Source: an optimization exercise on an open RTL-to-GDS flow (aim: small area and a short achievable clock period). Production flows keep margins and buffers that such runs may drop.
At most, simulation tests tie the RTL to the original design; equivalence was not proved.
Power figures rest on the tool's default switching activity, not on a simulated workload.

==> flow/design.v (excerpt) <==
module data_mem_responder #(
  parameter int DEPTH       = 64,
  parameter int WAIT_STATES = 2
) (
  input  logic        clk,
  input  logic        reset,
  input  logic        req_valid,
  output logic        req_ready,
  input  logic        req_write,
  input  logic [31:0] req_addr,
  input  logic [31:0] req_wdata,
  input  logic [3:0]  req_be,
  output logic        rsp_valid,
  input  logic        rsp_ready,
  output logic [31:0] rsp_rdata,
  output logic        rsp_err
);
Size: roughly 4700 cells after synthesis, ~110 I/O pins, ~59000 um2 of cells after synthesis.
==> module data_mem_responder, before the edit <==
module data_mem_responder #(
  parameter int DEPTH       = 64,
  parameter int WAIT_STATES = 2
) (
  input  logic        clk,
  input  logic        reset,
  input  logic        req_valid,
  output logic        req_ready,
  input  logic        req_write,
  input  logic [31:0] req_addr,
  input  logic [31:0] req_wdata,
  input  logic [3:0]  req_be,
  output logic        rsp_valid,
  input  logic        rsp_ready,
  output logic [31:0] rsp_rdata,
  output logic        rsp_err
);
  logic idle_q, w1_q, w2_q, resp_q;
  always_ff @(posedge clk) begin
    if (reset) begin
      idle_q <= 1'b1;
      w1_q   <= 1'b0;
      w2_q   <= 1'b0;
      resp_q <= 1'b0;
    end else begin
      idle_q <= (idle_q & ~req_valid) | (resp_q & rsp_ready);
      w1_q   <= idle_q & req_valid;
      w2_q   <= w1_q;
      resp_q <= w2_q | (resp_q & ~rsp_ready);
    end
  end
  logic [5:0] cnt_q;
  logic       seen_reset_q;
  always_ff @(posedge clk) begin
    if (reset) seen_reset_q <= 1'b1;
    if (seen_reset_q || !reset) cnt_q <= cnt_q + 6'd1;
    else                        cnt_q <= 6'd0;
  end
  logic [5:0]  pos_q;
  logic        err_q, wr_q;
  logic [31:0] wdata_q;
  logic [3:0]  be_q;
  logic        a_err;
  assign a_err = (|req_addr[1:0]) | (|req_addr[31:8]);
  logic [5:0] pos_d;
  assign pos_d = idle_q ? req_addr[7:2] + cnt_q : pos_q + 6'd1;
  always_ff @(posedge clk) begin
    pos_q <= pos_d;
    if (idle_q) begin
      wr_q    <= req_write;
      wdata_q <= req_wdata;
      be_q    <= req_be;
    end
    err_q <= (idle_q & a_err) | (~idle_q & err_q);
  end
  logic arm1_q, arm2_q, wact;
  logic st_ok;
  assign st_ok = wr_q & ~err_q;
  always_ff @(posedge clk) begin
    arm1_q <= w2_q & st_ok & ~reset;
    arm2_q <= arm1_q;
  end
  assign wact = (w2_q & st_ok & ~reset) | arm1_q | arm2_q;
  localparam int NPORT = 22;
  logic [31:0] ring_d [64];
  logic [NPORT-1:0] psel_q;
  always_ff @(posedge clk)
    for (int k = 0; k < NPORT; k++)
      psel_q[k] <= pos_d == 6'(3 * k);
  function automatic logic inv_pos(input integer p);
    inv_pos = p == 0 ? 1'b1 : ((p - 1) / 3) % 2 == 1;
  endfunction
  logic [31:0] wdata_n;
  assign wdata_n = ~wdata_q;
  logic [31:0] ring_q [64];
  for (genvar p = 0; p < 64; p++) begin : g_ring
    localparam int PREV = (p + 63) % 64;
    if (PREV % 3 == 0) begin : g_port
      for (genvar i = 0; i < 4; i++) begin : g_byte
        logic s;
        assign s = psel_q[PREV / 3] & wact & be_q[i];
        dmr_port8 u_port (
          .s (s),
          .sn(~s),
          .w (inv_pos(PREV) ? wdata_n[8*i +: 8] : wdata_q[8*i +: 8]),
          .p (ring_q[PREV][8*i +: 8]),
          .y (ring_d[p][8*i +: 8])
        );
        always_ff @(posedge clk)
          ring_q[p][8*i +: 8] <= ring_d[p][8*i +: 8];
      end
    end else begin : g_pass
      always_ff @(posedge clk)
        ring_q[p] <= ring_q[PREV];
    end
  end
  logic [31:0] rsel_q;
  always_ff @(posedge clk)
    for (int k = 0; k < 32; k++) rsel_q[k] <= pos_d[5:1] == 5'(k);
  logic [31:0] rword;
  always_comb begin
    rword = 32'd0;
    for (int k = 0; k < 32; k++)
      rword = rword | ({32{rsel_q[k]}} & (inv_pos(2*k) ? ~ring_q[2*k] : ring_q[2*k]));
  end
  logic [31:0] rdata_q;
  logic        rd_ld;
  assign rd_ld = (w1_q | w2_q) & ~pos_q[0];
  always_ff @(posedge clk)
    rdata_q <= ({32{rd_ld & ~wr_q & ~err_q}} & rword) | ({32{~rd_ld}} & rdata_q);
  assign req_ready = idle_q;
  assign rsp_valid = resp_q;
  assign rsp_rdata = rdata_q;
  assign rsp_err   = err_q;
endmodule
export LEC_CHECK = 0
export CAP_MARGIN = 20
export CORE_MARGIN = 2
export CORE_UTILIZATION = 60
export CTS_CLUSTER_DIAMETER = 80
export CTS_CLUSTER_SIZE = 30
export SETUP_SLACK_MARGIN = 3.45
export SLEW_MARGIN = 20
create_clock -name core_clock -period 6.0 [get_ports {clk}]
standard.sh (not shown) runs the stock make flow with config.mk's settings and CLKGATE_MAP_FILE= SYNTH_SCRIPT=/design/flow/synth_recipe.tcl, a recipe that flattens the netlist after the stock synthesis.
==> flow/flow/run.sh <==
#!/bin/bash
set -euo pipefail
export BUFFER_PORTS_ARGS="-buffer_cell sky130_fd_sc_hd__buf_4"
bash standard.sh > standard.log 2>&1
==> next run, changes <==
--- a/flow/design.v
+++ b/flow/design.v
@@ -54,12 +54,13 @@
     err_q <= (idle_q & a_err) | (~idle_q & err_q);
   end
-  logic arm1_q, arm2_q, wact;
-  logic st_ok;
+  logic       st_ok, arm1_q, armx_q;
+  logic [3:0] cb_q, wb;
   assign st_ok = wr_q & ~err_q;
   always_ff @(posedge clk) begin
+    cb_q   <= be_q & {4{w1_q & st_ok & ~reset}};
     arm1_q <= w2_q & st_ok & ~reset;
-    arm2_q <= arm1_q;
+    armx_q <= (w2_q & st_ok & ~reset) | arm1_q;
   end
-  assign wact = (w2_q & st_ok & ~reset) | arm1_q | arm2_q;
+  assign wb = (cb_q & {4{~reset}}) | (be_q & {4{armx_q}});
   localparam int NPORT = 22;
   logic [31:0] ring_d [64];
@@ -79,5 +80,5 @@
       for (genvar i = 0; i < 4; i++) begin : g_byte
         logic s;
-        assign s = psel_q[PREV / 3] & wact & be_q[i];
+        assign s = psel_q[PREV / 3] & wb[i];
         dmr_port8 u_port (
           .s (s),
=>
- final area stays flat
- clock skew is higher by 0.0035 ns
- non-clock buffer count came out higher by 6
- combinational power grows by about 1%
- sequential share of layout area went up by 0.26 points
- cell count increases by 0.35%
- critical path depth shrinks by 1

========
data_mem_responder again, from the RTL that the note above started with.
make LEC_CHECK=0 CAP_MARGIN=20 CORE_MARGIN=2 CORE_UTILIZATION=60 CTS_CLUSTER_DIAMETER=80 CTS_CLUSTER_SIZE=30 SETUP_SLACK_MARGIN=3.45 SLEW_MARGIN=20 finish   # period 6.0 ns
run.sh (not shown) runs the stock make flow with config.mk's settings and CLKGATE_MAP_FILE= SYNTH_SCRIPT=/design/flow/synth_recipe.tcl, a recipe that flattens the netlist after the stock synthesis.
Stock flow here: none of the scripts above is used.
Rerun with:
--- a/flow/design.v
+++ b/flow/design.v
@@ -52,16 +52,17 @@
       be_q    <= req_be;
     end
     err_q <= (idle_q & a_err) | (~idle_q & err_q);
   end
-  logic arm1_q, arm2_q, wact;
-  logic st_ok;
+  logic       st_ok, arm1_q, armx_q;
+  logic [3:0] cb_q, wb;
   assign st_ok = wr_q & ~err_q;
   always_ff @(posedge clk) begin
+    cb_q   <= be_q & {4{w1_q & st_ok & ~reset}};
     arm1_q <= w2_q & st_ok & ~reset;
-    arm2_q <= arm1_q;
+    armx_q <= (w2_q & st_ok & ~reset) | arm1_q;
   end
-  assign wact = (w2_q & st_ok & ~reset) | arm1_q | arm2_q;
+  assign wb = (cb_q & {4{~reset}}) | (be_q & {4{armx_q}});
   localparam int NPORT = 22;
   logic [31:0] ring_d [64];
   logic [NPORT-1:0] psel_q;
   always_ff @(posedge clk)
@@ -77,9 +78,9 @@
     localparam int PREV = (p + 63) % 64;
     if (PREV % 3 == 0) begin : g_port
       for (genvar i = 0; i < 4; i++) begin : g_byte
         logic s;
-        assign s = psel_q[PREV / 3] & wact & be_q[i];
+        assign s = psel_q[PREV / 3] & wb[i];
         dmr_port8 u_port (
           .s (s),
           .sn(~s),
           .w (inv_pos(PREV) ? wdata_n[8*i +: 8] : wdata_q[8*i +: 8]),
The new run completed without violations; final cell count stays flat; non-clock buffer count fell by 1; combinational power climbs by about 7%; fmax is about the same; sequential share of layout area climbs by 0.12 points; power rises by about 0.75%; global-route usage rises by 1.1 points; sequential cell count came out higher by 4; first-iteration DRC count went up by 15%; setup slack gets worse by 5.1 ps; cell area hardly moves; area after synthesis barely changes.

========
== job 974 ==
data_mem_responder, a different RTL version from the one above (not shown whole).
Size: about 4800 cells after synthesis, ~2200 flip-flops, roughly 110 I/O pins, roughly 59000 sq um of cells after synthesis.
==> module data_mem_responder, before the edit <==
module data_mem_responder #(
  parameter int DEPTH       = 64,
  parameter int WAIT_STATES = 2
) (
  input  logic        clk,
  input  logic        reset,
  input  logic        req_valid,
  output logic        req_ready,
  input  logic        req_write,
  input  logic [31:0] req_addr,
  input  logic [31:0] req_wdata,
  input  logic [3:0]  req_be,
  output logic        rsp_valid,
  input  logic        rsp_ready,
  output logic [31:0] rsp_rdata,
  output logic        rsp_err
);
  logic idle_q, w1_q, w2_q, resp_q;
  always_ff @(posedge clk) begin
    if (reset) begin
      idle_q <= 1'b1;
      w1_q   <= 1'b0;
      w2_q   <= 1'b0;
      resp_q <= 1'b0;
    end else begin
      idle_q <= (idle_q & ~req_valid) | (resp_q & rsp_ready);
      w1_q   <= idle_q & req_valid;
      w2_q   <= w1_q;
      resp_q <= w2_q | (resp_q & ~rsp_ready);
    end
  end
  logic [5:0] cnt_q;
  logic       seen_reset_q;
  always_ff @(posedge clk) begin
    if (reset) seen_reset_q <= 1'b1;
    if (seen_reset_q || !reset) cnt_q <= cnt_q + 6'd1;
    else                        cnt_q <= 6'd0;
  end
  logic [5:0]  pos_q;
  logic        err_q, wr_q;
  logic [31:0] wdata_q;
  logic [3:0]  be_q;
  logic        a_err;
  assign a_err = (|req_addr[1:0]) | (|req_addr[31:8]);
  logic [5:0] pos_d;
  assign pos_d = idle_q ? req_addr[7:2] + cnt_q : pos_q + 6'd1;
  always_ff @(posedge clk) begin
    pos_q <= pos_d;
    if (idle_q) begin
      wr_q    <= req_write;
      wdata_q <= req_wdata;
      be_q    <= req_be;
    end
    err_q <= (idle_q & a_err) | (~idle_q & err_q);
  end
  logic arm1_q, arm2_q, wact;
  logic st_ok;
  assign st_ok = wr_q & ~err_q;
  always_ff @(posedge clk) begin
    arm1_q <= w2_q & st_ok & ~reset;
    arm2_q <= arm1_q;
  end
  assign wact = (w2_q & st_ok & ~reset) | arm1_q | arm2_q;
  localparam int NPORT = 22;
  logic [31:0] ring_d [64];
  logic [NPORT-1:0] psel_q;
  always_ff @(posedge clk)
    for (int k = 0; k < NPORT; k++)
      psel_q[k] <= pos_d == 6'(3 * k);
  function automatic logic inv_pos(input integer p);
    inv_pos = p == 0 ? 1'b1 : ((p - 1) / 3) % 2 == 1;
  endfunction
  logic [31:0] wdata_n;
  assign wdata_n = ~wdata_q;
  logic [31:0] ring_q [64];
  for (genvar p = 0; p < 64; p++) begin : g_ring
    localparam int PREV = (p + 63) % 64;
    if (PREV % 3 == 0) begin : g_port
      for (genvar i = 0; i < 4; i++) begin : g_byte
        logic s;
        assign s = psel_q[PREV / 3] & wact & be_q[i];
        dmr_port8 u_port (
          .s (s),
          .sn(~s),
          .w (inv_pos(PREV) ? wdata_n[8*i +: 8] : wdata_q[8*i +: 8]),
          .p (ring_q[PREV][8*i +: 8]),
          .y (ring_d[p][8*i +: 8])
        );
        always_ff @(posedge clk)
          ring_q[p][8*i +: 8] <= ring_d[p][8*i +: 8];
      end
    end else begin : g_pass
      always_ff @(posedge clk)
        ring_q[p] <= ring_q[PREV];
    end
  end
  logic [7:0] rhi_q;
  logic [3:0] rlo_q;
  always_ff @(posedge clk) begin
    for (int g = 0; g < 8; g++) rhi_q[g] <= pos_d[5:3] == 3'(g);
    for (int j = 0; j < 4; j++) rlo_q[j] <= pos_d[2:1] == 2'(j);
  end
  logic [31:0] rword;
  always_comb begin
    rword = 32'd0;
    for (int k = 0; k < 32; k++)
      rword = rword | ({32{rhi_q[k / 4] & rlo_q[k % 4]}} & (inv_pos(2*k) ? ~ring_q[2*k] : ring_q[2*k]));
  end
  logic [31:0] rdata_q;
  logic        rd_ld;
  assign rd_ld = (w1_q | w2_q) & ~pos_q[0];
  always_ff @(posedge clk)
    rdata_q <= ({32{rd_ld & ~wr_q & ~err_q}} & rword) | ({32{~rd_ld}} & rdata_q);
  assign req_ready = idle_q;
  assign rsp_valid = resp_q;
  assign rsp_rdata = rdata_q;
  assign rsp_err   = err_q;
endmodule
make LEC_CHECK=0 CAP_MARGIN=20 CORE_MARGIN=2 CORE_UTILIZATION=60 CTS_CLUSTER_DIAMETER=80 CTS_CLUSTER_SIZE=30 SETUP_SLACK_MARGIN=3.45 SLEW_MARGIN=20 finish   # period 6.0 ns
[inputs] job 7965 vs job 974
==> flow/design.v, changed modules only <==
module data_mem_responder #(
  parameter int DEPTH       = 64,
  parameter int WAIT_STATES = 2
) (
  input  logic        clk,
  input  logic        reset,
  input  logic        req_valid,
  output logic        req_ready,
  input  logic        req_write,
  input  logic [31:0] req_addr,
  input  logic [31:0] req_wdata,
  input  logic [3:0]  req_be,
  output logic        rsp_valid,
  input  logic        rsp_ready,
  output logic [31:0] rsp_rdata,
  output logic        rsp_err
);
  logic idle_q, w1_q, w2_q, resp_q;
  always_ff @(posedge clk) begin
    if (reset) begin
      idle_q <= 1'b1;
      w1_q   <= 1'b0;
      w2_q   <= 1'b0;
      resp_q <= 1'b0;
    end else begin
      idle_q <= (idle_q & ~req_valid) | (resp_q & rsp_ready);
      w1_q   <= idle_q & req_valid;
      w2_q   <= w1_q;
      resp_q <= w2_q | (resp_q & ~rsp_ready);
    end
  end
  logic [5:0] cnt_q;
  logic       seen_reset_q;
  always_ff @(posedge clk) begin
    if (reset) seen_reset_q <= 1'b1;
    if (seen_reset_q || !reset) cnt_q <= cnt_q + 6'd1;
    else                        cnt_q <= 6'd0;
  end
  logic [5:0]  pos_q;
  logic        err_q, wr_q;
  logic [31:0] wdata_q;
  logic [3:0]  be_q;
  logic        a_err;
  assign a_err = (|req_addr[1:0]) | (|req_addr[31:8]);
  logic [5:0] pos_d;
  assign pos_d = idle_q ? req_addr[7:2] + cnt_q : pos_q + 6'd1;
  always_ff @(posedge clk) begin
    pos_q <= pos_d;
    if (idle_q) begin
      wr_q    <= req_write;
      wdata_q <= req_wdata;
      be_q    <= req_be;
    end
    err_q <= (idle_q & a_err) | (~idle_q & err_q);
  end
  logic       st_ok, arm1_q, armx_q;
  logic [3:0] cb_q, wb;
  assign st_ok = wr_q & ~err_q;
  always_ff @(posedge clk) begin
    cb_q   <= be_q & {4{w1_q & st_ok & ~reset}};
    arm1_q <= w2_q & st_ok & ~reset;
    armx_q <= (w2_q & st_ok & ~reset) | arm1_q;
  end
  assign wb = (cb_q & {4{~reset}}) | (be_q & {4{armx_q}});
  localparam int NPORT = 22;
  logic [31:0] ring_d [64];
  logic [NPORT-1:0] psel_q;
  always_ff @(posedge clk)
    for (int k = 0; k < NPORT; k++)
      psel_q[k] <= pos_q + 6'd1 == 6'(3 * k);
  function automatic logic inv_pos(input integer p);
    inv_pos = p == 0 ? 1'b1 : ((p - 1) / 3) % 2 == 1;
  endfunction
  logic [31:0] wdata_n;
  assign wdata_n = ~wdata_q;
  logic [31:0] ring_q [64];
  for (genvar p = 0; p < 64; p++) begin : g_ring
    localparam int PREV = (p + 63) % 64;
    if (PREV % 3 == 0) begin : g_port
      for (genvar i = 0; i < 4; i++) begin : g_byte
        logic s;
        assign s = psel_q[PREV / 3] & wb[i];
        dmr_port8 u_port (
          .s (s),
          .sn(~s),
          .w (inv_pos(PREV) ? wdata_n[8*i +: 8] : wdata_q[8*i +: 8]),
          .p (ring_q[PREV][8*i +: 8]),
          .y (ring_d[p][8*i +: 8])
        );
        always_ff @(posedge clk)
          ring_q[p][8*i +: 8] <= ring_d[p][8*i +: 8];
      end
    end else begin : g_pass
      always_ff @(posedge clk)
        ring_q[p] <= ring_q[PREV];
    end
  end
  logic [31:0] rsel_q;
  always_ff @(posedge clk)
    for (int k = 0; k < 32; k++) rsel_q[k] <= pos_d[5:1] == 5'(k);
  logic [31:0] rword;
  always_comb begin
    rword = 32'd0;
    for (int k = 0; k < 32; k++)
      rword = rword | ({32{rsel_q[k]}} & (inv_pos(2*k) ? ~ring_q[2*k] : ring_q[2*k]));
  end
  logic [31:0] rdata_q;
  logic        rd_ld;
  assign rd_ld = (w1_q | w2_q) & ~pos_q[0];
  always_ff @(posedge clk)
    rdata_q <= ({32{rd_ld & ~wr_q & ~err_q}} & rword) | ({32{~rd_ld}} & rdata_q);
  assign req_ready = idle_q;
  assign rsp_valid = resp_q;
  assign rsp_rdata = rdata_q;
  assign rsp_err   = err_q;
endmodule
==> run summary <==
Job 7965 went all the way through the flow, and no timing, DRC or antenna check failed. Job 974 | stages: all done | timing, DRC, antenna: all pass. Summary: with job 974 as the reference, flip-flop and latch count in job 7965 moved up slightly. Job 7965 vs job 974: final standard cell area without fillers down in job 7965. First-pass GRT wire length came out lower on job 7965 than on job 974. When job 7965 is set beside job 974, its total routed wirelength turns out to be 1.0% smaller. Diff job 974..job 7965 | final worst hold slack | negligible. Summary of job 7965 over job 974: sequential share of layout area higher, depth of the critical timing path with buffers and inverters included lower. Delta (job 7965 minus job 974): total of cells resized after clock tree synthesis shows a reduction of about 40%; worst setup slack shows a reduction of 0.071 ns.
Function not checked in job 7965: the RTL went through the layout flow alone.

==> port drivers added, routing unchanged <==
The results above use ideal ports. As a check the final layouts listed here were re-extracted and re-timed, cells and wires unchanged. Step 1: set_driving_cell puts a clkbuf_16 on clk and a buf_2 on each other input, an assumption about the parent block. Step 2 also shifts input and output timing later by t, the mid clock arrival at the registers, as if the neighbouring blocks saw the same clock. Slacks: ideal ports / drivers / drivers and shift; pairs: ideal ports / drivers.
| run | shift t [ns] | slack for setup (ns) | worst setup path after step 2 |
|---|---|---|---|
| the first run of note 1 | 0.772 | 3.446 / 3.446 / 2.781 | input to register |
| the second run of note 1 | 0.758 | 3.419 / 3.380 / 2.712 | input to register |
| the first run of note 2 | 0.778 | 3.416 / 3.416 / 2.772 | input to register |
| the second run of note 2 | 0.768 | 3.411 / 3.411 / 2.719 | input to register |
| job 974 | 0.761 | 3.383 / 3.383 / 2.778 | input to register |
| job 7965 | 0.762 | 3.313 / 3.359 / 2.596 | input to register |
After both steps setup and hold are still met in every run listed. For job 7965, which loses most, drivers alone change the setup slack by +0.046 ns; drivers and shift together by -0.717 ns.
